Source: an optimization exercise on an open RTL-to-GDS flow (aim: small area, a short achievable clock period and few clock cycles per item). Production flows keep margins and buffers that such runs may drop.
In this exercise RTL edits were held to simulation tests only and were not proved equivalent to the original.
Power and IR drop assume default switching activity.

==> flow/design.v (excerpt) <==
module admm_top (
    input  logic        clk,
    input  logic        rst,
    input  logic        chipselect,
    input  logic        read,
    input  logic        write,
    input  logic [7:0]  addr,
    input  logic [31:0] writedata,
    output logic [31:0] readdata
);
==> flow/config.mk <==
export PLATFORM = sky130hd
export DESIGN_NAME = admm_top
export DESIGN_NICKNAME = admm_top
export VERILOG_FILES = /design/flow/design.v
export SDC_FILE = /design/flow/constraint.sdc
export NUM_CORES = 4
export LEC_CHECK = 0
export CAP_MARGIN = 5
export CORE_MARGIN = 2
export CORE_UTILIZATION = 40
export CTS_BUF_LIST = sky130_fd_sc_hd__clkbuf_8
export SLEW_MARGIN = 5
==> flow/constraint.sdc <==
create_clock -name core_clock -period 13.0 [get_ports {clk}]
set_input_delay 2.6000 -clock core_clock [delete_from_list [all_inputs] [get_ports {clk}]]
set_output_delay 2.6000 -clock core_clock [all_outputs]
set_load 0.01 [all_outputs]
standard.sh (not shown) runs the stock make flow with config.mk's settings and CLKGATE_MAP_FILE= SYNTH_SCRIPT=/design/flow/synth_recipe.tcl, a recipe that flattens the netlist after the stock synthesis.
==> flow/flow/run.sh <==
#!/bin/bash
# Standard layout, with timing repair aiming for extra setup slack so the
# critical paths are sized for a shorter period than the 13 ns constraint.
set -euo pipefail
bash standard.sh finish SETUP_SLACK_MARGIN=8.5 > flow_make.log 2>&1
The starting point went through all stages and came out clean.
Testbench counts at the start, summed over its fixed seeds: cycles 12,724, solves 192.
Edit:
- CAP_MARGIN: 5 -> 20
- SLEW_MARGIN: 5 -> 20
First-iteration DRC count shrinks by 2.6%.
Via count is about the same.
Global-route usage barely changes.
Worst setup slack gains 0.078 ns.
Power barely changes.
Clock skew went down by 0.038 ns.
Sequential cell count stays the same.
Final cell count hardly moves.
Final area hardly moves.
Edit:
==> flow/flow/run.sh (replaced) <==
#!/bin/bash
# Standard layout, with timing repair aiming for extra setup slack so the
# critical paths are sized for a shorter period than the 13 ns constraint.
set -euo pipefail
bash standard.sh finish SETUP_SLACK_MARGIN=8 > flow_make.log 2>&1
- worst hold slack is better by 0.018 ns
- setup slack is worse by 0.62 ns
- design area went down by about 1.9%
- routed wire length went down by 1.5%
- register-to-register slack is worse by 0.40 ns
- combinational power went down by about 2.7%
- utilization went down by 0.87 points
- maximum frequency went down by about 12%

========
Setup of v33:
Starting RTL as in the previous note.
// admm_top
module admm_top (
    input  logic        clk,
    input  logic        rst,
    input  logic        chipselect,
    input  logic        read,
    input  logic        write,
    input  logic [7:0]  addr,
    input  logic [31:0] writedata,
    output logic [31:0] readdata
);
clock: 13.0 ns
lec_check: 0
cap_margin: 20
core_margin: 2
core_utilization: 40
cts_buf_list: sky130_fd_sc_hd__clkbuf_8
place_density: 0.7
slew_margin: 20
==> flow/flow/run.sh <==
#!/bin/bash
# Standard layout, with timing repair aiming for extra setup slack so the
# critical paths are sized for a shorter period than the 13 ns constraint.
set -euo pipefail
bash standard.sh finish SETUP_SLACK_MARGIN=8.5 > flow_make.log 2>&1
v33 | stages: all done | timing, DRC, antenna: all pass
Testbench counts of v33, summed over its fixed seeds: cycles 12,724, solves 192.
Setup changes, v33 to v11
- CTS_BUF_LIST removed (was sky130_fd_sc_hd__clkbuf_8)
- PLACE_DENSITY removed (was 0.7)
==> flow/flow/run.sh <==
#!/bin/bash
# Standard layout, with timing repair aiming for extra setup slack so the
# critical paths are sized for a shorter period than the 13 ns constraint.
set -euo pipefail
bash standard.sh finish SETUP_SLACK_MARGIN=8.75 > flow_make.log 2>&1
- Of v11 and v33, the higher clock network fraction of design power belongs to v11.
- Looking at leakage power total, v11 sits 1.9% higher than v33 does.
- v11 -> v33: smallest hold slack flat
- v11 ends up with lower shortest period the worst path allows than v33 does.
- The share of final layout cell area taken by clock buffers and inverters on v11 is in line with that on v33.
- Looking at critical path depth in cells, v11 sits above v33.
> inputs changed (v11 -> v24)
==> flow/flow/run.sh <==
#!/bin/bash
# Standard layout, with timing repair aiming for extra setup slack so the
# critical paths are sized for a shorter period than the 13 ns constraint.
set -euo pipefail
bash standard.sh finish SETUP_SLACK_MARGIN=9 > flow_make.log 2>&1
On post-route fraction of the period consumed by the critical path, v11 and v24 are neck and neck. Signed area change from the synthesized netlist to the final layout in v24 vs v11: up 5.9 points. Total number of vias for v24: 1,640 up relative to v11. Changes observed in v24 relative to v11: post-route standard cell area excluding fillers went up by 5.0%, worst-case setup slack after placement saw a decrease.
Input-level comparison between v56 and v24:
==> flow/flow/run.sh <==
#!/bin/bash
# Standard layout, with timing repair aiming for extra setup slack so the
# critical paths are sized for a shorter period than the 13 ns constraint.
set -euo pipefail
bash standard.sh finish SETUP_SLACK_MARGIN=8.5 > flow_make.log 2>&1
--- outcome ---
Both conditions hold for v56: the flow ran to the end and the final layout passed the timing, design-rule and antenna checks. Minimum clock period deteriorates in v56 relative to v24. Summary of the comparison: fmax is lower in v56, relative to v24. Length of routed met2 wiring shrinks by a few percent when moving from v24 to v56. Comparing v24 and v56, the lower transition time of the tightest slew-check pin is on v56. Going from v24 to v56, clock power share went up; post-detailed-route wirelength per cell fell 1.6 um.

## static timing again, ports no longer ideal
The flow's constraints put no driver on any port. The routed layouts listed below were extracted and timed again, unchanged, in two steps.
Step 1 (the two cells are an assumption about what drives the block):
set clk [get_ports {clk}]
set_driving_cell -lib_cell sky130_fd_sc_hd__clkbuf_16 $clk
set_driving_cell -lib_cell sky130_fd_sc_hd__buf_2 [delete_from_list [all_inputs] $clk]
Step 2, shift: input delay + t, output delay - t, t = (earliest + latest rising clock arrival at the registers) / 2. This alone moves slack from input paths to output paths.
a / b / c = ideal ports / drivers / drivers and shift; a / b = the first two.
run	t, ns	slack for setup (ns)	hold slack, ns	slew at the worst register clock pin (ns)	worst slew at a driven data input, ns
the first run of note 1	1.002	8.331 / 8.358 / 7.355	0.289 / 0.289 / 0.289	0.07 / 0.07	0.13
the second run of note 1	0.978	8.409 / 8.414 / 7.436	0.296 / 0.296 / 0.296	0.07 / 0.07	0.13
the third run of note 1	1.006	7.787 / 7.814 / 6.808	0.314 / 0.314 / 0.314	0.07 / 0.07	0.08
v33	0.995	8.301 / 8.319 / 7.324	0.319 / 0.319 / 0.319	0.07 / 0.07	0.08
v11	0.855	8.680 / 8.544 / 7.689	0.320 / 0.320 / 0.320	0.07 / 0.07	0.24
v24	0.837	8.697 / 8.532 / 7.695	0.301 / 0.301 / 0.301	0.07 / 0.07	0.27
v56	0.855	8.371 / 8.290 / 7.434	0.306 / 0.306 / 0.306	0.07 / 0.07	0.25
After both steps every run listed still meets setup and hold. The setup slack of v24, which loses most, moves by -0.165 ns with the drivers and by -1.002 ns with both steps.
